This design comes from an exercise in tuning for small area, a short achievable clock period and few clock cycles on the open sky130 flow, not from production work.
Function was checked by simulation only, so behaviour that the tests miss may differ from the original.
Power figures rest on the tool's default switching activity, not on a simulated workload.

### constraint.sdc
create_clock -name core_clock -period 7.0 [get_ports {clk}]
set_input_delay 1.4000 -clock core_clock [delete_from_list [all_inputs] [get_ports {clk}]]
set_output_delay 1.4000 -clock core_clock [all_outputs]
set_load 0.01 [all_outputs]
### design.v
`timescale 1ns/1ns
package rv_pkg;
    parameter int XLEN = 32;
    typedef logic [XLEN-1:0] word_t;
    typedef logic [4:0] reg_addr_t;
    parameter logic [6:0] OPC_OP     = 7'b0110011;
    parameter logic [6:0] OPC_OP_IMM = 7'b0010011;
    parameter logic [6:0] OPC_LOAD   = 7'b0000011;
    parameter logic [6:0] OPC_STORE  = 7'b0100011;
endpackage
`timescale 1ns/1ns
`timescale 1ns/1ns
`timescale 1ns/1ns
module register_file (
    input  logic              clk,
    input  logic              rst_n,
    input  logic [3:0]        rs1_lo,
    input  logic [7:0]        rs1_hi,
    input  logic [3:0]        rs2_lo,
    input  logic [7:0]        rs2_hi,
    output rv_pkg::word_t     rs1_data,
    output rv_pkg::word_t     rs2_data,
    input  logic [3:0]        rd_lo,
    input  logic [7:0]        rd_hi,
    input  rv_pkg::word_t     rd_data
);
    rv_pkg::word_t regs [1:31];
    logic [31:1]   valid;
    logic [31:1]   we;
    logic [31:1]   sel1;
    logic [31:1]   sel2;
    always_comb begin
        for (int i = 1; i < 32; i++) begin
            we[i]   = rd_lo[i % 4] && rd_hi[i / 4];
            sel1[i] = valid[i] && rs1_lo[i % 4] && rs1_hi[i / 4];
            sel2[i] = valid[i] && rs2_lo[i % 4] && rs2_hi[i / 4];
        end
    end
    always_ff @(posedge clk or negedge rst_n) begin
        if (!rst_n) begin
            valid <= '0;
        end else begin
            valid <= valid | we;
        end
    end
    always_ff @(posedge clk) begin
        for (int i = 1; i < 32; i++) begin
            if (we[i]) regs[i] <= rd_data;
        end
    end
    always_comb begin
        rs1_data = '0;
        rs2_data = '0;
        for (int i = 1; i < 32; i++) begin
            rs1_data = rs1_data | ({32{sel1[i]}} & regs[i]);
            rs2_data = rs2_data | ({32{sel2[i]}} & regs[i]);
        end
    end
endmodule
`timescale 1ns/1ns
`timescale 1ns/1ns
`timescale 1ns/1ns
module cpu_top #(
    parameter rv_pkg::word_t RESET_PC = 32'h0000_0000
) (
    input  logic          clk,
    input  logic          rst_n,
    output rv_pkg::word_t imem_addr,
    input  rv_pkg::word_t imem_data,
    output rv_pkg::word_t dmem_addr,
    output rv_pkg::word_t dmem_wdata,
    input  rv_pkg::word_t dmem_rdata,
    output logic          dmem_we,
    output logic          dmem_re
);
    logic stall;
    logic [31:2]   pc;
    rv_pkg::word_t instr;
    assign imem_addr = {pc, 2'b00};
    always_ff @(posedge clk or negedge rst_n) begin
        if (!rst_n) begin
            pc       <= RESET_PC[31:2];
            instr[0] <= 1'b0;   
        end else if (!stall) begin
            pc       <= pc + 30'd1;
            instr[0] <= imem_data[0];
        end
    end
    logic [3:0] rs1_lo, rs2_lo;
    logic [7:0] rs1_hi, rs2_hi;
    always_ff @(posedge clk) begin
        if (!stall) begin
            instr[31:1] <= imem_data[31:1];
            for (int k = 0; k < 4; k++) begin
                rs1_lo[k] <= (imem_data[16:15] == 2'(k));
                rs2_lo[k] <= (imem_data[21:20] == 2'(k));
            end
            for (int m = 0; m < 8; m++) begin
                rs1_hi[m] <= (imem_data[19:17] == 3'(m));
                rs2_hi[m] <= (imem_data[24:22] == 3'(m));
            end
        end
    end
    logic [6:0]        opc;
    logic [2:0]        f3;
    logic              is_op, is_imm, is_ld, is_st;
    rv_pkg::reg_addr_t rs1, rs2, rd;
    rv_pkg::word_t     imm;
    rv_pkg::word_t     rf1, rf2, rv1, rv2;
    assign opc    = instr[6:0];
    assign f3     = instr[14:12];
    assign rs1    = instr[19:15];
    assign rs2    = instr[24:20];
    assign rd     = instr[11:7];
    assign is_op  = (opc == rv_pkg::OPC_OP);
    assign is_imm = (opc == rv_pkg::OPC_OP_IMM);
    assign is_ld  = (opc == rv_pkg::OPC_LOAD);
    assign is_st  = (opc == rv_pkg::OPC_STORE);
    assign imm    = is_st ? {{20{instr[31]}}, instr[31:25], instr[11:7]}
                          : {{20{instr[31]}}, instr[31:20]};
    rv_pkg::reg_addr_t rd_ex;
    logic              wen_ex, ld_ex, st_ex;
    rv_pkg::reg_addr_t rd_mw;
    logic              wen_mw, ld_mw, st_mw;
    rv_pkg::word_t     res_mw, wd_mw;
    logic [3:0] rd_lo_mw;
    logic [7:0] rd_hi_mw;
    register_file u_regs (
        .clk      (clk),
        .rst_n    (rst_n),
        .rs1_lo   (rs1_lo),
        .rs1_hi   (rs1_hi),
        .rs2_lo   (rs2_lo),
        .rs2_hi   (rs2_hi),
        .rs1_data (rf1),
        .rs2_data (rf2),
        .rd_lo    (rd_lo_mw),
        .rd_hi    (rd_hi_mw),
        .rd_data  (wd_mw)
    );
    assign rv1 = (wen_mw && rd_mw == rs1) ? wd_mw : rf1;
    assign rv2 = (wen_mw && rd_mw == rs2) ? wd_mw : rf2;
    logic dec_wen;
    logic hit1, hit2;
    assign dec_wen = (is_op || is_imm || is_ld) && (rd != 5'd0);
    assign hit1    = wen_ex && (rd_ex == rs1);
    assign hit2    = wen_ex && (rd_ex == rs2);
    assign stall = ld_ex && ((hit1 && (is_op || is_imm || is_ld || is_st)) || (hit2 && is_op));
    logic d_sub, d_add, d_slt, d_sltu, d_xor, d_or, d_and, d_sll, d_sr, d_sra;
    always_comb begin
        d_sub  = 1'b0;
        d_add  = 1'b0;
        d_slt  = 1'b0;
        d_sltu = 1'b0;
        d_xor  = 1'b0;
        d_or   = 1'b0;
        d_and  = 1'b0;
        d_sll  = 1'b0;
        d_sr   = 1'b0;
        d_sra  = 1'b0;
        if (is_op || is_imm) begin
            case (f3)
                3'b000: begin
                    d_add = 1'b1;
                    d_sub = is_op && instr[30];
                end
                3'b001: d_sll = 1'b1;
                3'b010: begin d_slt  = 1'b1; d_sub = 1'b1; end
                3'b011: begin d_sltu = 1'b1; d_sub = 1'b1; end
                3'b100: d_xor = 1'b1;
                3'b101: begin d_sr = 1'b1; d_sra = instr[30]; end
                3'b110: d_or  = 1'b1;
                default: d_and = 1'b1;
            endcase
        end else begin
            d_add = 1'b1;
        end
    end
    rv_pkg::word_t a_ex, b_ex, sd_ex;
    logic          fs_ex;
    logic          sub_ex, add_ex, slt_ex, sltu_ex, xor_ex, or_ex, and_ex, sll_ex, sr_ex, sra_ex;
    always_ff @(posedge clk or negedge rst_n) begin
        if (!rst_n) begin
            rd_ex  <= '0;
            wen_ex <= 1'b0;
            ld_ex  <= 1'b0;
            st_ex  <= 1'b0;
        end else if (stall) begin
            wen_ex <= 1'b0;
            ld_ex  <= 1'b0;
            st_ex  <= 1'b0;
        end else begin
            rd_ex  <= rd;
            wen_ex <= dec_wen;
            ld_ex  <= is_ld;
            st_ex  <= is_st;
        end
    end
    rv_pkg::word_t res;
    rv_pkg::word_t b_id;
    assign b_id = is_op ? rv2 : imm;
    always_ff @(posedge clk) begin
        a_ex    <= hit1 ? res : rv1;
        b_ex    <= (hit2 && is_op) ? res : b_id;
        sd_ex   <= hit2 ? res : rv2;
        fs_ex   <= hit2 && ld_ex;
        sub_ex  <= d_sub;
        add_ex  <= d_add;
        slt_ex  <= d_slt;
        sltu_ex <= d_sltu;
        xor_ex  <= d_xor;
        or_ex   <= d_or;
        and_ex  <= d_and;
        sll_ex  <= d_sll;
        sr_ex   <= d_sr;
        sra_ex  <= d_sra;
    end
    rv_pkg::word_t opa, opb, opb_x, sum, shl_in, shr, shl_out;
    logic          cout, lt, ltu;
    assign opa   = a_ex;
    assign opb   = b_ex;
    assign opb_x = opb ^ {32{sub_ex}};
    assign {cout, sum} = {1'b0, opa} + {1'b0, opb_x} + {32'd0, sub_ex};
    assign ltu   = !cout;
    assign lt    = (opa[31] != opb[31]) ? opa[31] : sum[31];
    always_comb begin
        for (int i = 0; i < 32; i++) shl_in[i] = opa[31 - i];
    end
    assign shr = rv_pkg::word_t'($signed({sra_ex && opa[31], sll_ex ? shl_in : opa}) >>> opb[4:0]);
    always_comb begin
        for (int i = 0; i < 32; i++) shl_out[i] = shr[31 - i];
    end
    assign res = ({32{add_ex}} & sum)
               | ({32{xor_ex}} & (opa ^ opb))
               | ({32{or_ex}}  & (opa | opb))
               | ({32{and_ex}} & (opa & opb))
               | ({32{sll_ex}} & shl_out)
               | ({32{sr_ex}}  & shr)
               | {31'd0, (slt_ex && lt) || (sltu_ex && ltu)};
    rv_pkg::word_t wdata_mw;
    always_ff @(posedge clk or negedge rst_n) begin
        if (!rst_n) begin
            rd_mw  <= '0;
            wen_mw <= 1'b0;
            rd_lo_mw <= '0;
            ld_mw  <= 1'b0;
            st_mw  <= 1'b0;
        end else begin
            rd_mw  <= rd_ex;
            wen_mw <= wen_ex;
            for (int k = 0; k < 4; k++) rd_lo_mw[k] <= wen_ex && (rd_ex[1:0] == 2'(k));
            ld_mw  <= ld_ex;
            st_mw  <= st_ex;
        end
    end
    always_ff @(posedge clk) begin
        res_mw   <= res;
        for (int m = 0; m < 8; m++) rd_hi_mw[m] <= (rd_ex[4:2] == 3'(m));
        wdata_mw <= fs_ex ? dmem_rdata : sd_ex;
    end
    assign wd_mw      = ld_mw ? dmem_rdata : res_mw;
    assign dmem_addr  = res_mw;
    assign dmem_wdata = wdata_mw;
    assign dmem_re    = ld_mw;
    assign dmem_we    = st_mw;
endmodule
### flow/run.sh
#!/bin/bash
# Standard layout with one change: the port buffers that buffer_ports adds
# are sky130_fd_sc_hd__buf_2 rather than the cell it picks by default.
# Synthesis is the standard one, unchanged. Each step's full output goes to
# a log file of its own in this folder.
set -euo pipefail
bash standard.sh synth > synth.log 2>&1
bash standard.sh 'BUFFER_PORTS_ARGS=-buffer_cell sky130_fd_sc_hd__buf_2' finish > layout.log 2>&1
### standard.sh
#!/bin/bash
# synth_recipe.tcl (not shown) runs the flow's synth.tcl, then flattens the netlist and writes it again
# the make line also repeats each setting of config.mk as NAME=value (left out here)
make -C /OpenROAD-flow-scripts/flow DESIGN_CONFIG=/design/flow/config.mk WORK_HOME=/design/flow/orfs CLKGATE_MAP_FILE= SYNTH_SCRIPT=/design/flow/synth_recipe.tcl "${@:-finish}"
### config.mk
export PLATFORM = sky130hd
export DESIGN_NAME = cpu_top
export DESIGN_NICKNAME = cpu_top
export VERILOG_FILES = /design/flow/design.v
export SDC_FILE = /design/flow/constraint.sdc
export NUM_CORES = 4
export LEC_CHECK = 0
export CAP_MARGIN = 20
export CORE_MARGIN = 2
export CORE_UTILIZATION = 55
export CTS_CLUSTER_DIAMETER = 80
export CTS_CLUSTER_SIZE = 24
export SETUP_SLACK_MARGIN = 4.4
export SLEW_MARGIN = 20
export TNS_END_PERCENT = 5
==> results_dict.tcl, run 1 <==
set metrics [dict create \
    outcome "complete, no violations" \
    max_freq_ghz 0.284 \
    grtUsageTotal_pct 49.0 \
    drive_gt1_share_pct 20.3 \
    drc 0 \
    synth-simple-area-share_pct 7.23 \
    cts_sinks 1308 \
    crit_path_start_kind "register" \
    arrival_ns 4.13 \
    rsz0062_at_grt "yes" \
    ctsHoldBuffers 0 \
    via_count 48982 \
    routed_wl_mm 279 \
    ys_seq_elements 1308 \
    setup_viol 0 \
    hold_violations 0 \
    routabilityCongestion 1.00 \
    clk_latency_ns 0.72 \
    crit_path_end_kind "register" \
    synth_fa_ha_area_share_pct 2.07 \
    whs_ns 0.369 \
    root_buffer "clkbuf_16" \
    syn_area_um2 59000 \
    seq_area_um2 37100 \
    final.min_clock_period_ns 3.52 \
    min_path_type "reg -> reg" \
    ys_async_sr_fraction_pct 6.27 \
    drv_cap 0 \
    worst_pin_slew_ns 1.23 \
    post_drt_wl_per_cell_um 47.0 \
    syn_inst 4399 \
    synth_warnings 3 \
    synth_edf_count 1047 \
    h-tree-depth 3 \
    cp_max_fo 26 \
    worst_clock_skew_ns 0.0479 \
    instances_no_fill 5931 \
    critPathKind "reg -> reg" \
    cts_tree "built" \
    clockPowerShare_pct 33.1 \
    grt_pass1_wl_mm 370 \
    switching_share_pct 23.4 \
    crit_required_ns 7.60 \
    drtIter0Drc 12806 \
    ys.flop_type "edfxtp_1" \
    ant_nets 0 \
    synth_top_family_by_area "compound AO/OA/AOI/OAI gates" \
    overflow 0 \
    synth_xor_area_share_pct 1.57 \
    die_area_um2 110000 \
    cts_buffers 68 \
    area_growth_pct 11.0 \
    design.core.area_um2 107000 \
    clk_pin_slew_ns 0.10 \
    power_density_nw_per_um2 213 \
    grt_max_degree 71 \
    ctsLongestPathBuffers 3 \
    avgSynthCellArea_um2 13.4 \
    dpl.cell_count 5735 \
    detailed_place_hpwl_mm 154 \
    antenna_found_initial 18 \
    ys_types 80 \
    fillers 8250 \
    report.power.total_mw 14.0 \
    seq_power_share_pct 61.6 \
    p_int_mw 10.7 \
    drt_pre_antenna_iters 11 \
    multi_input_area_um2 21200 \
    fin_nets 4651 \
    ir_worst_vdd_mv 0.246 \
    combPwrFrac_pct 5.3 \
    avgViaCountPerCell 8.26 \
    die_h_um 331 \
    leakage_nw 22.9 \
    synth_mux_area_share_pct 4.60 \
    synth-compound-area-share_pct 18.5 \
    grt_pass1_vias 45078 \
    final_max_slew_viol_count 0 \
    num_rows 120 \
    slew_headroom_pct 17.8 \
    start_util_pct 55.2 \
    dieWidth_um 331 \
    switchingPower_mw 3.26 \
    synth_seq_area_share_pct 62.9 \
    fin_tns_setup_ns 0 \
    io_pins 164 \
    fin_crit_sh_pct 50.4 \
    port_buffers 161 \
]
[placed cells by master, fill, tap and decap left out, drive strengths merged, types with 123 or more instances in the layout]
master and instances:
nand4 148, o21ai 123, dfxtp 179, a22o 256, a221oi 270, inv 124, edfxtp 1047, a22oi 397
buf 370, nand2 153
[stage by stage]
stage,worst slack [ns],util (%),instance area [µm²]
after floorplan,3.94,-,59100
after global placement,2.62,57.4,61300
after detailed placement,2.56,57.5,61300
after CTS,3.62,60.2,64200
after global routing,3.59,61.3,65400
final,3.48,61.3,65500
[power by group through the flow]
stage | logic [mW] | registers (mW) | clock network [mW]
final | 0.734 | 8.59 | 4.62
after global routing | 0.762 | 8.59 | 4.82
after CTS | 0.665 | 8.58 | 4.57
after detailed placement | 0.635 | 8.76 | 0
after global placement | 0.630 | 8.76 | 0
after floorplan | 0.366 | 8.71 | 0
[sequential cells by signal, indices dropped and copies added, names as in the netlist, 4 cells and up]
signal        cells
a_ex             32
b_ex             32
instr            32
pc               30
rd_ex             5
rd_hi_mw          8
rd_lo_mw          4
rd_mw             5
res_mw           32
rs1_hi            8
rs1_lo            4
rs2_hi            8
rs2_lo            4
sd_ex            32
u_regs.regs     992
u_regs.valid     31
wdata_mw         32
[synth_stat cells, types with 64 or more instances]
master,count,area [µm²]
edfxtp_1,1047,31400
nor3_1,85,425
clkbuf_1,294,1100
a221oi_1,269,2360
mux2_2,109,1230
nor2_1,91,342
a21oi_1,104,521
inv_1,115,432
dfxtp_1,179,3580
o21ai_0,120,601
xor2_1,64,561
ha_1,96,1200
nand3_1,90,450
and3_1,72,450
nand4_1,148,926
a222oi_1,64,641
a22oi_1,397,2980
dfrtp_1,82,2050
nand2_1,153,574
a22o_1,256,2240
[kinds of logic after synthesis]
kind of cell | after synthesis
mux | 203
other cells | 1
xor+xnor | 106
flops | 1308
fa+ha+maj | 97
simple gates | 803
buf+inv | 476
compound gates | 1405
[final cells by class]
cell class | count | share of cell area [%]
flip-flops and latches | 1308 | 56.7
well taps | 1403 | 2.68
clock inverters | 13 | 0.304
diodes | 11 | 0.0420
repair buffers | 376 | 4.44
multi-input cells | 2617 | 32.3
clock buffers | 86 | 2.83
inverters | 117 | 0.679
[repair_timing]
action | in CTS | in global routing
cloned | 2 | 6
setup buffers | 24 | 54
setup endpoints to repair | 280 | 289
pin swaps | 20 | 34
resized for setup | 112 | 166
[path summary, 6_finish.rpt]
kind | slack [ns] | cells after the start | start | endpoint
worst max-delay path | 3.48 | 10 | rs2_lo[2] | b_ex[24]
worst min-delay path | 0.37 | 0 | st_ex | st_mw
worst max register to register | 3.48 | 10 | rs2_lo[2] | b_ex[24]
worst min register to register | 0.37 | 0 | st_ex | st_mw
max in group asynchronous | 5.30 | 2 | rst_n | ld_mw
min in group asynchronous | 0.63 | 1 | rst_n | st_mw
[worst max-delay path, stage by stage, from the launching register on]
cell	delay (ns)
edfxtp_1	0.47
buf_4	0.19
and3_2	0.35
buf_6	0.32
a22o_1	0.27
a221oi_1	0.33
nand3_1	0.11
or4_1	0.73
mux2i_1	0.25
mux2i_1	0.13
o21a_1	0.21
[metal layers]
layer / track usage, % / share of wire, %
met1: 63.4 / 34
met2: 66.9 / 40
met3: 20.3 / 17
met4: 33.2 / 9.2
met5: 0.825 / 0.094
Testbench counts, summed over its fixed seeds: cycles 5,289.
==> inputs of run 2 (changes only) <==
--- a/config.mk
+++ b/config.mk
@@ -12,3 +12,3 @@
 export CTS_CLUSTER_SIZE = 24
-export SETUP_SLACK_MARGIN = 4.4
+export SETUP_SLACK_MARGIN = 4.6
 export SLEW_MARGIN = 20
==> run 2 against run 1 <==
Compared with the run above: clock power decreased by 4%; register-to-register slack improved by 0.14 ns; still clean on timing, DRC and antenna; critical path type unchanged; first-iteration DRC count decreased by 8.2%; die area unchanged; critical endpoint is now b_ex[12]; worst setup slack improved by 0.14 ns; power decreased by 1.3%; hold slack about the same; wire length decreased by 1.4%; global-route usage decreased by 0.31 points; synthesized area unchanged.
==> results_dict.tcl, run 2 <==
set metrics [dict create \
    outcome "complete, no violations" \
    grtUsageTotal_pct 48.7 \
    ys.flop_type "edfxtp_1" \
    fin_nets 4637 \
    die_h_um 331 \
    synth_seq_area_share_pct 62.9 \
    h-tree-depth 3 \
    num_rows 120 \
    design.core.area_um2 107000 \
    avgViaCountPerCell 8.24 \
    drt_pre_antenna_iters 14 \
    crit_path_start_kind "register" \
    max_stage_delay_ns 0.82 \
    yosys-top-cells-count "edfxtp_1 (1047), a22oi_1 (397), clkbuf_1 (294)" \
    cts_sinks 1308 \
    ctsLongestPathBuffers 3 \
    ys_seq_elements 1308 \
    crit_path_end_kind "register" \
    overflow 0 \
    dieWidth_um 331 \
    drtIter0Drc 11753 \
    setup_viol 0 \
    fin_crit_sh_pct 48.4 \
    routabilityCongestion 1.00 \
    worst_pin_slew_ns 1.14 \
    fillers 8275 \
    crit_required_ns 7.64 \
    syn_area_um2 59000 \
    crit_path_frequent_cell "mux2i_1" \
    port_buffers 161 \
    max_freq_ghz 0.295 \
    final.min_clock_period_ns 3.39 \
    drc 0 \
    grt_max_degree 65 \
    mostFrequentLayoutCells "edfxtp_1 (1047), a22oi_1 (396), a221oi_1 (256), a22o_1 (256), buf_2 (160)" \
    synth_warnings 3 \
    report.power.total_mw 13.8 \
    detailed_place_hpwl_mm 152 \
    slew_headroom_pct 24.1 \
    power_density_nw_per_um2 210 \
    wl_met3_mm 46.8 \
    path_buf_inv 0 \
    synth_largest_area_cell "edfxtp_1" \
    ant_nets 0 \
    largest_reg_flops 992 \
    syn_inst 4399 \
    hold_violations 0 \
    ys_async_sr_fraction_pct 6.27 \
    r2r_slack_ns 3.61 \
    via_count 48780 \
    grt_pass1_wl_mm 369 \
    rsz0062_at_grt "yes" \
    die_area_um2 110000 \
    clk_pin_slew_ns 0.10 \
    final_common_cell "edfxtp_1" \
    grt_pass1_vias 45328 \
    io_pins 164 \
    yosysTopAreaCellShare_pct 53.3 \
    synthMostInstantiatedCell "edfxtp_1" \
    min_path_type "reg -> reg" \
    cts_buffers 66 \
    critPathKind "reg -> reg" \
    synth_edf_count 1047 \
    clk_latency_ns 0.72 \
    slowest_stage "o31ai_1" \
    wl_met2_mm 110 \
    drv_cap 0 \
    start_util_pct 55.2 \
    area_growth_pct 11.1 \
    routed_wl_mm 275 \
    root_buffer "clkbuf_16" \
    largest-register "u_regs.regs" \
    cts_tree "built" \
    arrival_ns 4.03 \
    highest_layer "met5" \
    ctsHoldBuffers 0 \
    leakage_nw 22.9 \
    m1WireLength_mm 92.0 \
    drive_gt1_share_pct 20.9 \
    avgSynthCellArea_um2 13.4 \
    fin_tns_setup_ns 0 \
    ys_types 80 \
    post_drt_wl_per_cell_um 46.4 \
    antenna_found_initial 17 \
    crit_chain "mux4_2 -> mux2i_1 -> mux2i_1 -> nor2_1 -> o31ai_1 -> a221oi_2 -> mux2i_1 -> o21a_1" \
    critical-path-top-delay-family "multiplexers" \
    ir_worst_vdd_mv 0.232 \
    whs_ns 0.369 \
    final_max_slew_viol_count 0 \
    yosys-top-cells-area "edfxtp_1 (53%), dfxtp_1 (6.1%), a22oi_1 (5.1%)" \
    worst_clock_skew_ns 0.0345 \
    cp_max_fo 8 \
]
run 2: cell counts after synthesis:
No cell type changed its count.
run 2: what timing repair did:
item / CTS / global route
buffers inserted: 38 / 34
pin swaps: 18 / 57
endpoints found under the setup margin: 319 / 319
cloned: 7 / 2
resized for setup: 189 / 145
run 2: worst register-to-register path: cells and delay by family, from the launching register on:
| family | cells | cell delay, ns |
|---|---|---|
| mux | 4 | 1.24 |
| flops | 1 | 0.78 |
| simple gates | 1 | 0.10 |
| compound gates | 3 | 1.22 |
run 2: through the flow:
step	utilization (%)	setup slack (ns)	cell area (µm²)	instances
floorplan	-	3.94	59100	4400
global placement	57.4	2.60	61300	5727
detailed placement	57.4	2.57	61300	5728
CTS	60.4	3.78	64500	5868
global route	61.4	3.66	65500	5911
finish	61.4	3.61	65500	5919
run 2: final timing paths:
check	start	to	depth (start not counted)
worst min-delay path	st_ex	st_mw	0
worst max register to register	a_ex[15]	b_ex[12]	8
worst max-delay path	a_ex[15]	b_ex[12]	8
max in group asynchronous	rst_n	ld_mw	2
min in group asynchronous	rst_n	pc[2]	1
worst min register to register	st_ex	st_mw	0
run 2: kinds of logic after synthesis:
logic type / count (synthesis) / share of synthesized area, %
compound gates: 1405 / 18.5
flops: 1308 / 62.9
simple gates: 803 / 7.23
buf+inv: 476 / 3.13
mux: 203 / 4.60
xor+xnor: 106 / 1.57
fa+ha+maj: 97 / 2.07
other cells: 1 / 0.00636
run 2: layout make-up:
class	count	area [µm²]	share of cell area (%)
sequential	1308	37100	56.7
clock buffer	84	1770	2.70
clock inverter	11	130	0.199
antenna	15	37.5	0.0573
timing repair inverter	2	12.5	0.0191
tap	1403	1760	2.68
multi-input combinational	2617	21500	32.8
timing repair buffer	362	2720	4.15
inverter	117	452	0.689
run 2: report_power, final:
| group | internal (mW) | total, mW | switching [mW] |
|---|---|---|---|
| logic | 0.253 | 0.769 | 0.516 |
| clock network | 1.83 | 4.42 | 2.59 |
| registers | 8.49 | 8.58 | 0.0941 |
run 2: per-layer routing:
layer	vias up	track usage, %
li1	18038	-
met1	23724	63.0
met2	5544	67.4
met3	1456	18.0
met4	18	34.5
met5	-	1.09
==> inputs of run 3 (changes only) <==
--- a/config.mk
+++ b/config.mk
@@ -9,3 +9,3 @@
 export CORE_MARGIN = 2
-export CORE_UTILIZATION = 55
+export CORE_UTILIZATION = 60
 export CTS_CLUSTER_DIAMETER = 80
==> run 3 against run 2 <==
Compared with the run above: first-iteration DRC count rose by 13%; power increased by 0.47%; critical path depth up 1; cell count decreased by 1.9%; largest power group unchanged.
==> results_dict.tcl, run 3 <==
set metrics [dict create \
    outcome "complete, no violations" \
    worst_clock_skew_ns 0.0351 \
    synth_seq_area_share_pct 62.9 \
    final_common_cell "edfxtp_1" \
    worst_pin_slew_ns 1.19 \
    mostFrequentLayoutCells "edfxtp_1 (1047), a22oi_1 (396), a22o_1 (256)" \
    arrival_ns 4.12 \
    synthMostInstantiatedCell "edfxtp_1" \
    ant_nets 0 \
    rsz0062_at_grt "yes" \
    cts_tree "built" \
    grt_max_degree 83 \
    routabilityCongestion 0.999 \
    ys.flop_type "edfxtp_1" \
    yosys-top-cells-area "edfxtp_1 (53%), dfxtp_1 (6.1%), a22oi_1 (5.1%)" \
    min_path_type "reg -> reg" \
    die_area_um2 101000 \
    ys_seq_elements 1308 \
    seq_area_um2 37100 \
    yosys-top-cells-count "edfxtp_1 (1047), a22oi_1 (397), clkbuf_1 (294)" \
    leakage_nw 23.0 \
    ys_types 80 \
    fin_crit_sh_pct 50.1 \
    crit_chain "buf_4 -> and3_4 -> buf_4 -> a222oi_1 -> nand3_1 -> nor3_4 -> a21oi_1 -> o21ai_0 -> a21oi_1" \
    io_pins 164 \
    setup_viol 0 \
    cp_max_fo 18 \
    grt_pass1_vias 45606 \
    fin_nets 4651 \
    h-tree-depth 3 \
    cts_sinks 1308 \
    syn_inst 4399 \
    ys_async_sr_fraction_pct 6.27 \
    crit_path_start_kind "register" \
    synth_warnings 3 \
    final.min_clock_period_ns 3.51 \
    port_buffers 161 \
    ctsHoldBuffers 0 \
    critPathKind "reg -> reg" \
    report.power.total_mw 13.8 \
    fillers 6935 \
    largest_reg_flops 992 \
    num_rows 114 \
    via_count 49263 \
    overflow 0 \
    clk_pin_slew_ns 0.09 \
    drt_pre_antenna_iters 11 \
    drtIter0Drc 13273 \
    root_buffer "clkbuf_16" \
    ctsLongestPathBuffers 3 \
    max_freq_ghz 0.285 \
    start_util_pct 60.8 \
    multi_input_area_um2 21300 \
    design.core.area_um2 97000 \
    antenna_found_initial 19 \
    fin_tns_setup_ns 0 \
    fin_util_pct 67.5 \
    avgViaCountPerCell 8.48 \
    detailed_place_hpwl_mm 146 \
    routed_wl_mm 270 \
    crit_path_end_kind "register" \
    power_density_nw_per_um2 211 \
    final_max_slew_viol_count 0 \
    area_growth_pct 11.0 \
    max_stage_delay_ns 0.63 \
    post_drt_wl_per_cell_um 46.5 \
    dieWidth_um 317 \
    grtUsageTotal_pct 51.8 \
    yosysTopAreaCellShare_pct 53.3 \
    cts_buffers 68 \
    synth_edf_count 1047 \
    drive_gt1_share_pct 20.6 \
    clk_latency_ns 0.71 \
    grt_pass1_wl_mm 362 \
    synth_largest_area_cell "edfxtp_1" \
    largest-register "u_regs.regs" \
    drv_cap 0 \
    avgSynthCellArea_um2 13.4 \
    drc 0 \
    syn_area_um2 59000 \
    whs_ns 0.369 \
    die_h_um 317 \
    slew_headroom_pct 20.7 \
    ir_worst_vdd_mv 0.271 \
    crit_required_ns 7.62 \
    hold_violations 0 \
    slowest_stage "and3_4" \
]
run 3: cell counts after synthesis:
Identical to the previous run, type by type.
run 3: report_power, final:
| group | internal, mW | leakage, nW | switching (mW) |
|---|---|---|---|
| combinational | 0.242 | 9.90 | 0.504 |
| clock | 1.90 | 0.971 | 2.60 |
| sequential | 8.49 | 12.1 | 0.0967 |
| total | 10.6 | 23.0 | 3.20 |
run 3: what timing repair did:
item	in CTS	in global routing
pin swaps	36	26
gates cloned	2	5
endpoints found under the setup margin	318	319
setup buffers	52	38
resized for setup	177	132
run 3: final timing paths:
| kind | cells past startpoint | slack [ns] | startpoint | end |
|---|---|---|---|---|
| max | 9 | 3.49 | rs2_lo[3] | b_ex[31] |
| min | 0 | 0.37 | st_ex | st_mw |
| max reg2reg | 9 | 3.49 | rs2_lo[3] | b_ex[31] |
| min reg2reg | 0 | 0.37 | st_ex | st_mw |
| max in group asynchronous | 1 | 5.70 | rst_n | ld_mw |
| min in group asynchronous | 1 | 0.74 | rst_n | pc[5] |
run 3: area by class of cell:
cell class / instances / area share, %
clock buffers: 83 / 2.78
well taps: 1276 / 2.44
flip-flops and latches: 1308 / 56.7
clock inverters: 16 / 0.272
inverters: 117 / 0.685
repair buffers: 376 / 4.48
diodes: 14 / 0.0535
multi-input cells: 2617 / 32.6
run 3: logic make-up after synthesis:
logic type	synth area share (%)
multiplexers	4.60
AND/OR/NAND/NOR	7.23
XOR/XNOR	1.57
flip-flops	62.9
AO/OA/AOI/OAI	18.5
other	0.00636
adder cells (fa/ha/maj)	2.07
buffers and inverters	3.13
run 3: critical path: cells and delay by family (launching register included):
kind	cells	cell delay (ns)
and+or+nand+nor	3	0.91
AOI/OAI and AO/OA	4	1.14
buffers and inverters	2	0.75
DFF	1	0.58
run 3: metal layers:
| layer | vias to the layer above | GRT usage (%) | share of wire, % |
|---|---|---|---|
| met5 | - | 2.79 | 0.19 |
| met4 | 18 | 37.0 | 10 |
| met3 | 1729 | 23.1 | 19 |
| met2 | 5976 | 70.3 | 39 |
| met1 | 23475 | 65.6 | 32 |
| li1 | 18065 | - | - |
run 3: stage by stage:
stage	worst slack, ns	area, µm²	instances
2_1_floorplan	3.94	59100	4400
3_3_place_gp	2.84	61100	5596
3_5_place_dp	2.86	61100	5596
4_1_cts	3.73	64400	5749
5_1_grt	3.64	65400	5798
6_report	3.49	65400	5807
==> inputs of run 4 (changes only) <==
--- a/config.mk
+++ b/config.mk
@@ -9,3 +9,3 @@
 export CORE_MARGIN = 2
-export CORE_UTILIZATION = 60
+export CORE_UTILIZATION = 55
 export CTS_CLUSTER_DIAMETER = 80
@@ -14,2 +14,2 @@
 export SLEW_MARGIN = 20
-export TNS_END_PERCENT = 5
+export TNS_END_PERCENT = 8
==> run 4 against run 3 <==
Compared with the run above: still clean; combinational power increased by 2.8%; synthesized area unchanged; sequential share of layout area decreased by 0.24 points; non-clock buffer count decreased by 2; sequential power about the same; wire length increased by 3.6%; die area increased by 9.0%; sequential cell count unchanged; hold slack got worse by 0.011 ns; worst setup slack improved by 0.15 ns; utilization decreased by 5.9 points; synthesized cell count unchanged; largest cell class unchanged.
==> results_dict.tcl, run 4 <==
set metrics [dict create \
    outcome "complete, no violations" \
    critical-path-top-delay-family "simple AND/OR/NAND/NOR gates" \
    drive_gt1_share_pct 20.8 \
    h-tree-depth 3 \
    overflow 0 \
    synth-simple-area-share_pct 7.23 \
    worst_hold_startpoint "st_ex" \
    largest_reg_flops 992 \
    switchingPower_mw 3.24 \
    slew_headroom_pct 22.9 \
    cp_max_fo 18 \
    post_drt_wl_per_cell_um 47.1 \
    crit_path_end_kind "register" \
    synth_largest_area_cell "edfxtp_1" \
    via_count 49119 \
    fin_nets 4648 \
    avgSynthCellArea_um2 13.4 \
    max_stage_delay_ns 0.61 \
    final_common_cell "edfxtp_1" \
    mostFrequentLayoutCells "edfxtp_1 (1047), a22oi_1 (396), a221oi_1 (259)" \
    leakage_nw 22.9 \
    r2r_start "rs1_lo[1]" \
    die_h_um 331 \
    start_util_pct 55.2 \
    root_buffer "clkbuf_16" \
    worstSetupStartpoint "rs1_lo[1]" \
    synth_mux_area_share_pct 4.60 \
    worst_pin_slew_ns 1.16 \
    avgViaCountPerCell 8.28 \
    path_buf_inv 1 \
    cts_sinks 1308 \
    switching_share_pct 23.2 \
    fin_tns_setup_ns 0 \
    port_buffers 161 \
    ys_async_sr_fraction_pct 6.27 \
    ant_nets 0 \
    synthMostInstantiatedCell "edfxtp_1" \
    grtUsageTotal_pct 49.7 \
    die_area_um2 110000 \
    slowest_stage "and3_2" \
    synth_xor_area_share_pct 1.57 \
    ctsLongestPathBuffers 3 \
    crit_chain "and3_2 -> buf_4 -> a22o_1 -> a221oi_1 -> nand4_1 -> nor3_2 -> nand2_1 -> o211ai_1 -> o21ai_0" \
    worst_clock_skew_ns 0.0404 \
    crit_path_start_kind "register" \
    ys_types 80 \
    min_path_type "reg -> reg" \
    syn_area_um2 59000 \
    seq_power_share_pct 61.6 \
    holdPathEnd "st_mw" \
    fin_crit_sh_pct 48.0 \
    final_max_slew_viol_count 0 \
    drv_cap 0 \
    drc 0 \
    routed_wl_mm 280 \
    yosysTopAreaCellShare_pct 53.3 \
    design.core.area_um2 107000 \
    fillers 8244 \
    power_density_nw_per_um2 212 \
    clk_latency_ns 0.72 \
    arrival_ns 3.93 \
    hold_depth 0 \
    largest-register "u_regs.regs" \
    clockPowerShare_pct 32.9 \
    io_pins 164 \
    p_int_mw 10.7 \
    reg2regPathDepth 9 \
    grt_max_degree 55 \
    max_freq_ghz 0.298 \
    synth_seq_area_share_pct 62.9 \
    drtIter0Drc 11903 \
    cts_buffers 67 \
    hold_violations 0 \
    placed_area_um2 61300 \
    yosys-top-cells-count "edfxtp_1 (1047), a22oi_1 (397), clkbuf_1 (294)" \
    num_rows 120 \
    ys_seq_elements 1308 \
    critPathKind "reg -> reg" \
    detailed_place_hpwl_mm 156 \
    cts_tree "built" \
    clk_pin_slew_ns 0.10 \
    setup_viol 0 \
    rsz0062_at_grt "yes" \
    final_cell_area_um2 65700 \
    regToRegEndpoint "a_ex[31]" \
    final.min_clock_period_ns 3.36 \
    synth_fa_ha_area_share_pct 2.07 \
    antenna_found_initial 10 \
    synth_top_family_by_area "compound AO/OA/AOI/OAI gates" \
    synth_warnings 3 \
    yosys-top-cells-area "edfxtp_1 (53%), dfxtp_1 (6.1%), a22oi_1 (5.1%)" \
    syn_inst 4399 \
    routabilityCongestion 1.06 \
    crit_required_ns 7.56 \
    grt_pass1_vias 45870 \
    synth_edf_count 1047 \
    area_growth_pct 11.4 \
    grt_pass1_wl_mm 376 \
    drt_pre_antenna_iters 12 \
    ir_worst_vdd_mv 0.260 \
    combPwrFrac_pct 5.5 \
    r2r_slack_ns 3.64 \
    synth-compound-area-share_pct 18.5 \
    dieWidth_um 331 \
    ys.flop_type "edfxtp_1" \
]
==> run 4: cell counts after synthesis <==
Identical to the previous run, type by type.
==> run 4: worst reg2reg max path, stage by stage, from the launching register on <==
cell and delay (ns):
edfxtp_1 0.48, and3_2 0.61, buf_4 0.49, a22o_1 0.30
a221oi_1 0.26, nand4_1 0.16, nor3_2 0.57, nand2_1 0.13
o211ai_1 0.13, o21ai_0 0.11
==> run 4: timing repair <==
action / CTS / global route
hold buffers: 0 / 0
gates cloned: 5 / 1
setup buffers: 54 / 29
pin swaps: 58 / 27
resized for setup: 238 / 81
setup endpoints to repair: 301 / 261
==> run 4: power by group through the flow <==
stage | Combinational, mW | Clock [mW] | Sequential [mW]
2_1_floorplan | 0.367 | 0 | 8.71
3_3_place_gp | 0.639 | 0 | 8.76
3_5_place_dp | 0.641 | 0 | 8.76
4_1_cts | 0.709 | 4.54 | 8.59
5_1_grt | 0.795 | 4.78 | 8.60
6_report | 0.768 | 4.59 | 8.59
==> run 4: cells by family after synthesis <==
| kind of cell | after synthesis |
|---|---|
| and+or+nand+nor | 803 |
| xor gates and xnor gates | 106 |
| DFF | 1308 |
| AOI/OAI and AO/OA | 1405 |
| other | 1 |
| muxes | 203 |
| adders and majority gates | 97 |
| buffers and inverters | 476 |
==> run 4: worst max-delay path by stage <==
stage	slack (ns)	to	cells after the start
after floorplan	3.94	b_ex[0]	14
after global placement	2.84	b_ex[9]	8
final	3.64	a_ex[31]	9
after global routing	3.67	b_ex[0]	12
after detailed placement	2.81	b_ex[9]	8
after CTS	3.81	b_ex[15]	9
==> run 4: layout make-up <==
type                    count  area, µm²  area share [%]
diodes                     11       27.5          0.0419
well taps                1403       1760            2.67
multi-input cells        2616      21500            32.8
repair inverters            1       5.00         0.00762
repair buffers            374       2780            4.23
inverters                 117        447           0.680
clock inverters            14        220           0.335
flip-flops and latches   1308      37100            56.5
clock buffers              88       1820            2.78
==> run 4: per-layer routing <==
layer,up-vias,part of all wire (%),track usage (%)
met5,-,0.058,0.391
met4,9,9.4,35.3
met3,1424,17,20.2
met2,5657,40,68.3
met1,23978,33,63.6
li1,18051,-,-
==> run 4: per-stage QoR <==
step / worst slack (ns) / cells / hold WS (ns) / util (%) / power [mW]
after floorplan: 3.94 / 4400 / 0.331 / - / 9.08
after global placement: 2.84 / 5730 / 0.334 / 57.4 / 9.40
after detailed placement: 2.81 / 5730 / 0.336 / 57.4 / 9.41
after CTS: 3.81 / 5891 / 0.359 / 60.9 / 13.8
after global routing: 3.67 / 5923 / 0.379 / 61.5 / 14.2
final: 3.64 / 5932 / 0.358 / 61.5 / 14.0
==> inputs of run 5 (changes only) <==
--- a/config.mk
+++ b/config.mk
@@ -12,3 +12,3 @@
 export CTS_CLUSTER_SIZE = 24
-export SETUP_SLACK_MARGIN = 4.6
+export SETUP_SLACK_MARGIN = 4.7
 export SLEW_MARGIN = 20
==> run 5 against run 4 <==
Compared with the run above: hold slack better by 0.019 ns; wire length shrank 0.82%; critical path type unchanged; largest cell class unchanged; first-iteration DRC count grew 0.23%.
==> results_dict.tcl, run 5 <==
set metrics [dict create \
    clk_latency_ns 0.74 \
    setup_ws_ns 3.62 \
    instances_no_fill 5976 \
    max_freq_ghz 0.296 \
    dieWidth_um 331 \
    clk_pin_slew_ns 0.09 \
    setup_viol 0 \
    ctsHoldBuffers 0 \
    largest-register "u_regs.regs" \
    syn_area_um2 59000 \
    drive_gt1_share_pct 22.5 \
    min_path_type "reg -> reg" \
    outcome "complete, no violations" \
    via_count 49330 \
    yosysTopAreaCellShare_pct 53.3 \
    cts_tree "built" \
    synth_seq_area_share_pct 62.9 \
    slew_headroom_pct 23.0 \
    placed_area_um2 61300 \
    hold_depth 0 \
    crit_cells 8 \
    ctsLongestPathBuffers 3 \
    worst_pin_slew_ns 1.16 \
    use_met2_pct 67.8 \
    area_growth_pct 12.9 \
    synth_mux_area_share_pct 4.60 \
    crit_path_start_kind "register" \
    arrival_ns 3.98 \
    critPathKind "reg -> reg" \
    largest_reg_flops 992 \
    met1_usage_pct 63.7 \
    design.core.area_um2 107000 \
    cts_buffers 67 \
    path_buf_inv 1 \
    reg2regPathDepth 8 \
    io_pins 164 \
    synth_edf_count 1047 \
    avgSynthCellArea_um2 13.4 \
    synth_fa_ha_area_share_pct 2.07 \
    final_cell_area_um2 66600 \
    slowest_stage "nor3_2" \
    fin_nets 4700 \
    synth_warnings 3 \
    critical-path-top-delay-family "simple AND/OR/NAND/NOR gates" \
    hold_violations 0 \
    routed_wl_mm 277 \
    drv_cap 0 \
    final_common_cell "edfxtp_1" \
    grt_max_degree 71 \
    synthMostInstantiatedCell "edfxtp_1" \
    cp_max_fo 19 \
    crit_chain "and3_4 -> buf_4 -> a22o_1 -> a221oi_1 -> nand4_1 -> nor3_2 -> a21oi_1 -> mux2_2" \
    crit_required_ns 7.60 \
    detailed_place_hpwl_mm 153 \
    start_util_pct 55.2 \
    grt_pass1_wl_mm 372 \
    worst_clock_skew_ns 0.0512 \
    yosys-top-cells-area "edfxtp_1 (53%), dfxtp_1 (6.1%), a22oi_1 (5.1%)" \
    num_rows 120 \
    root_buffer "clkbuf_16" \
    die_area_um2 110000 \
    ys.flop_type "edfxtp_1" \
    syn_inst 4399 \
    crit_path_end_kind "register" \
    fin_crit_sh_pct 48.2 \
    pre_cts_ws_ns 2.82 \
    synth_top_family_by_area "compound AO/OA/AOI/OAI gates" \
    final.min_clock_period_ns 3.38 \
    drc 0 \
    port_buffers 161 \
    grt_pass1_vias 45362 \
    ir_worst_vdd_mv 0.197 \
    yosys-top-cells-count "edfxtp_1 (1047), a22oi_1 (397), clkbuf_1 (294)" \
    ys_async_sr_fraction_pct 6.27 \
    whs_ns 0.377 \
    avgViaCountPerCell 8.25 \
    final_max_slew_viol_count 0 \
    gr-usage-met3_pct 19.2 \
    rsz0062_at_grt "yes" \
    grtUsageTotal_pct 49.2 \
    leakage_nw 23.3 \
    synth-simple-area-share_pct 7.23 \
    grt.busiest_layer "met2" \
    drtIter0Drc 11930 \
    dpl.cell_count 5731 \
    max_stage_delay_ns 0.50 \
    ys_types 80 \
    fin_util_pct 62.4 \
    ant_nets 0 \
    ys_seq_elements 1308 \
    report.power.total_mw 13.9 \
    cts_sinks 1308 \
    synth-compound-area-share_pct 18.5 \
    power_density_nw_per_um2 208 \
    routabilityCongestion 1.02 \
    fin_tns_setup_ns 0 \
    synth_xor_area_share_pct 1.57 \
    die_h_um 331 \
    post_drt_wl_per_cell_um 46.4 \
    h-tree-depth 3 \
    overflow 0 \
    synth_largest_area_cell "edfxtp_1" \
    antenna_found_initial 11 \
    drt_pre_antenna_iters 11 \
    mostFrequentLayoutCells "edfxtp_1 (1047), a22oi_1 (396), a22o_1 (256)" \
]
-- run 5: cell count changes in the layout (fill, tap and decap cells not counted), moves of 7 or more --
| cell | previous run | this run |
|---|---|---|
| a221oi_2 | 6 | 13 |
| nor3_1 | 38 | 46 |
| dfxtp_2 | 6 | 13 |
| buf_12 | 9 | 22 |
| dfxtp_1 | 169 | 160 |
| nor3_2 | 35 | 24 |
| mux2i_1 | 43 | 32 |
| buf_4 | 165 | 193 |
| mux2i_4 | 4 | 11 |
-- run 5: path summary, 6_finish.rpt --
check / slack, ns / to / from
max reg2reg: 3.62 / a_ex[0] / rs1_lo[1]
max: 3.62 / a_ex[0] / rs1_lo[1]
min reg2reg: 0.38 / st_mw / st_ex
min in group asynchronous: 0.68 / pc[5] / rst_n
max in group asynchronous: 5.30 / rd_ex[3] / rst_n
min: 0.38 / st_mw / st_ex
-- run 5: worst reg2reg max path: cells and delay by family (launching register included) --
| kind | cells | cell delay, ns |
|---|---|---|
| simple gates | 3 | 1.07 |
| flops | 1 | 0.49 |
| mux | 1 | 0.36 |
| compound gates | 3 | 0.97 |
| buf+inv | 1 | 0.40 |
-- run 5: area by class of cell --
type	count	area, µm²
multi-input cells	2616	21800
repair inverters	2	12.5
clock buffers	84	1800
diodes	11	27.5
flip-flops and latches	1308	37100
fillers	8121	40200
inverters	117	452
repair buffers	425	3490
well taps	1403	1760
clock inverters	10	158
-- run 5: kinds of logic after synthesis --
family / count (synthesis)
compound gates: 1405
xor+xnor: 106
fa+ha+maj: 97
buf+inv: 476
flops: 1308
mux: 203
other cells: 1
simple gates: 803
-- run 5: power by group --
part | switching [mW] | internal, mW
sequential | 0.0958 | 8.49
combinational | 0.520 | 0.268
clock | 2.61 | 1.88
-- run 5: layer usage --
layer	routed length, µm	share of wire, %
met1	93500	34
met2	111000	40
met3	46700	17
met4	25800	9.3
met5	336	0.12
-- run 5: timing repair --
action | in CTS | in global routing
buffers inserted | 70 | 55
gates resized for setup | 264 | 147
endpoints found under the setup margin | 318 | 319
pin swaps | 48 | 51
cloned | 10 | 5
==> inputs of run 6 (changes only) <==
--- a/config.mk
+++ b/config.mk
@@ -12,3 +12,3 @@
 export CTS_CLUSTER_SIZE = 24
-export SETUP_SLACK_MARGIN = 4.7
+export SETUP_SLACK_MARGIN = 4.8
 export SLEW_MARGIN = 20
==> run 6 against run 5 <==
Compared with the run above: still clean on timing, DRC and antenna; maximum frequency increased by 2.2%; utilization increased by 0.85 points; cell area increased by 1.4%; clock power increased by 3%; via count increased by 0.54%; count of clock-buffer cells in the layout increased by 4; critical path depth increased by 4; sequential share of layout area decreased by 0.76 points; worst setup slack improved by 0.073 ns; synthesized area unchanged; power increased by 1.2%; sequential power about the same.
==> results_dict.tcl, run 6 <==
set metrics [dict create \
    h-tree-depth 3 \
    port_buffers 161 \
    ys_types 80 \
    yosysTopAreaCellShare_pct 53.3 \
    largest-register "u_regs.regs" \
    ys.flop_type "edfxtp_1" \
    clk_latency_ns 0.70 \
    hold_violations 0 \
    cts_tree "built" \
    critPathKind "reg -> reg" \
    drt_pre_antenna_iters 10 \
    reg2regPathDepth 12 \
    outcome "complete, no violations" \
    detailed_place_hpwl_mm 151 \
    seq_area_um2 37100 \
    holdPathEnd "st_mw" \
    fin_nets 4739 \
    largest_reg_flops 992 \
    drc 0 \
    drive_gt1_share_pct 23.8 \
    crit_chain "buf_4 -> and3_2 -> buf_12 -> buf_16 -> buf_4 -> a22o_1 -> a221oi_1 -> nand4_1 -> nor3_2 -> a21oi_1 -> nand2_1 -> o21ai_0" \
    hold_depth 0 \
    final_common_cell "edfxtp_1" \
    dieWidth_um 331 \
    regToRegEndpoint "sd_ex[31]" \
    leakage_nw 23.8 \
    avgSynthCellArea_um2 13.4 \
    slowest_stage "nor3_2" \
    ys_async_sr_fraction_pct 6.27 \
    synthMostInstantiatedCell "edfxtp_1" \
    routed_wl_mm 285 \
    setup_viol 0 \
    cts_buffers 68 \
    crit_path_start_kind "register" \
    r2r_slack_ns 3.70 \
    synth_edf_count 1047 \
    overflow 0 \
    avgViaCountPerCell 8.24 \
    crit_required_ns 7.54 \
    clk_pin_slew_ns 0.10 \
    die_h_um 331 \
    crit_path_frequent_cell "buf_4" \
    final_max_slew_viol_count 0 \
    ir_worst_vdd_mv 0.295 \
    grt_pass1_vias 45301 \
    start_util_pct 55.2 \
    grt_max_degree 83 \
    synth_largest_area_cell "edfxtp_1" \
    drv_cap 0 \
    yosys-top-cells-area "edfxtp_1 (53%), dfxtp_1 (6.1%), a22oi_1 (5.1%)" \
    mostFrequentLayoutCells "edfxtp_1 (1047), a22oi_1 (395), a22o_1 (256)" \
    r2r_start "rs2_lo[3]" \
    fin_crit_sh_pct 47.2 \
    synth_seq_area_share_pct 62.9 \
    worst_pin_slew_ns 1.19 \
    min_path_type "reg -> reg" \
    setup_ws_ns 3.70 \
    ys_seq_elements 1308 \
    worst_hold_startpoint "st_ex" \
    fillers 8049 \
    yosys-top-cells-count "edfxtp_1 (1047), a22oi_1 (397), clkbuf_1 (294)" \
    post_drt_wl_per_cell_um 47.3 \
    crit_path_end_kind "register" \
    fin_tns_setup_ns 0 \
    rsz0062_at_grt "yes" \
    synth_warnings 3 \
    syn_area_um2 59000 \
    multi_input_area_um2 21900 \
    root_buffer "clkbuf_16" \
    num_rows 120 \
    report.power.total_mw 14.0 \
    final_cell_area_um2 67500 \
    slew_headroom_pct 21.0 \
    via_count 49596 \
    routabilityCongestion 1.03 \
    ant_nets 0 \
    final.min_clock_period_ns 3.30 \
    arrival_ns 3.84 \
    ctsLongestPathBuffers 3 \
    cts_sinks 1308 \
    antenna_found_initial 13 \
    pre_cts_ws_ns 2.72 \
    worst_clock_skew_ns 0.0403 \
    die_area_um2 110000 \
    grt_pass1_wl_mm 374 \
    area_growth_pct 14.5 \
    max_stage_delay_ns 0.49 \
    grtUsageTotal_pct 49.6 \
    io_pins 164 \
    placed_area_um2 61300 \
    power_density_nw_per_um2 208 \
    syn_inst 4399 \
    max_freq_ghz 0.303 \
    cp_max_fo 17 \
    drtIter0Drc 11917 \
    design.core.area_um2 107000 \
    whs_ns 0.371 \
]
-- run 6: cell types whose count changed in the layout (fill, tap and decap cells not counted), sizes merged --
cell and delta:
inv +5, buf +36, clkinvlp -3, diode -2, bufbuf -1, clkinv -2, clkbuf +9
-- run 6: cells by family (layout without fill, tap and decap cells) --
kind of cell / after synthesis / after routing / share of synthesized area, %
AND/OR/NAND/NOR: 803 / 803 / 7.23
multiplexers: 203 / 203 / 4.60
adder cells (fa/ha/maj): 97 / 97 / 2.07
other: 1 / 11 / 0.00636
flip-flops: 1308 / 1308 / 62.9
XOR/XNOR: 106 / 106 / 1.57
AO/OA/AOI/OAI: 1405 / 1405 / 18.5
buffers and inverters: 476 / 682 / 3.13
-- run 6: critical path, delay by kind of cell (launching register included) --
kind | cells | cell delay, ns
and+or+nand+nor | 4 | 1.10
AOI/OAI and AO/OA | 4 | 0.80
buffers and inverters | 4 | 0.75
DFF | 1 | 0.45
-- run 6: power breakdown --
part,internal (mW),switching [mW]
Clock,1.98,2.63
Combinational,0.282,0.546
Sequential,8.49,0.104
Total,10.8,3.28
-- run 6: cell type report --
cell class	count	area share [%]
inverter	117	0.658
multi-input combinational	2616	32.5
sequential	1308	55.0
clock buffer	88	2.83
timing repair buffer	465	6.16
antenna	9	0.0334
clock inverter	12	0.243
tap	1403	2.60
-- run 6: repair_timing --
item	in CTS	in global routing
pin swaps	37	96
gates resized for setup	215	321
setup buffers	66	99
endpoints found under the setup margin	301	319
hold buffers	0	0
cloned	6	8
-- run 6: worst max-delay path by stage --
stage / slack, ns / cells past startpoint / endpoint / start
finish: 3.70 / 12 / sd_ex[31] / rs2_lo[3]
global route: 3.65 / 13 / sd_ex[26] / sub_ex
CTS: 3.74 / 9 / b_ex[15] / sll_ex
detailed placement: 2.72 / 9 / b_ex[14] / sll_ex
global placement: 2.83 / 9 / b_ex[14] / sll_ex
floorplan: 3.94 / 14 / b_ex[0] / b_ex[1]
-- run 6: layer usage --
metal  global-route usage [%]  up-vias  share of wire [%]
met2                     68.9     5787                 40
met5                     1.30        -               0.12
li1                         -    18258                  -
met4                     33.5       14                8.9
met1                     63.1    24048                 33
met3                     20.8     1489                 18
-- run 6: stage by stage --
stage	std cells	utilization, %
floorplan	4400	-
global placement	5729	57.4
detailed placement	5730	57.4
CTS	5902	61.1
global route	6012	63.2
finish	6018	63.2

[port drivers added, routing unchanged]
No port has a modelled driver above. Below, the same layouts with a new extraction and two added sets of constraints.
Step 1, drivers: a clkbuf_16 drives clk and a buf_2 each remaining input, both assumed.
Step 2 moves the port delays by t, midway between the first and last clock arrival at a register: inputs arrive t later, outputs are due t later. That takes back most of the time a late clock gives input paths.
Three values: no drivers, after step 1, after step 2; two values: the first two.
run | t, ns | slack for setup (ns) | worst setup path at the end | worst data-port slew with drivers (ns) | pins driven straight from the clock port
run 1 | 0.774 | 3.475 / 3.475 / 3.475 | register to register | 0.06 | 1
run 2 | 0.780 | 3.613 / 3.613 / 3.613 | register to register | 0.07 | 1
run 3 | 0.764 | 3.493 / 3.493 / 3.493 | register to register | 0.09 | 1
run 4 | 0.780 | 3.639 / 3.639 / 3.639 | register to register | 0.10 | 1
run 5 | 0.788 | 3.625 / 3.625 / 3.625 | register to register | 0.10 | 1
run 6 | 0.769 | 3.698 / 3.698 / 3.698 | register to register | 0.13 | 1
After both steps setup and hold are still met in every run listed.
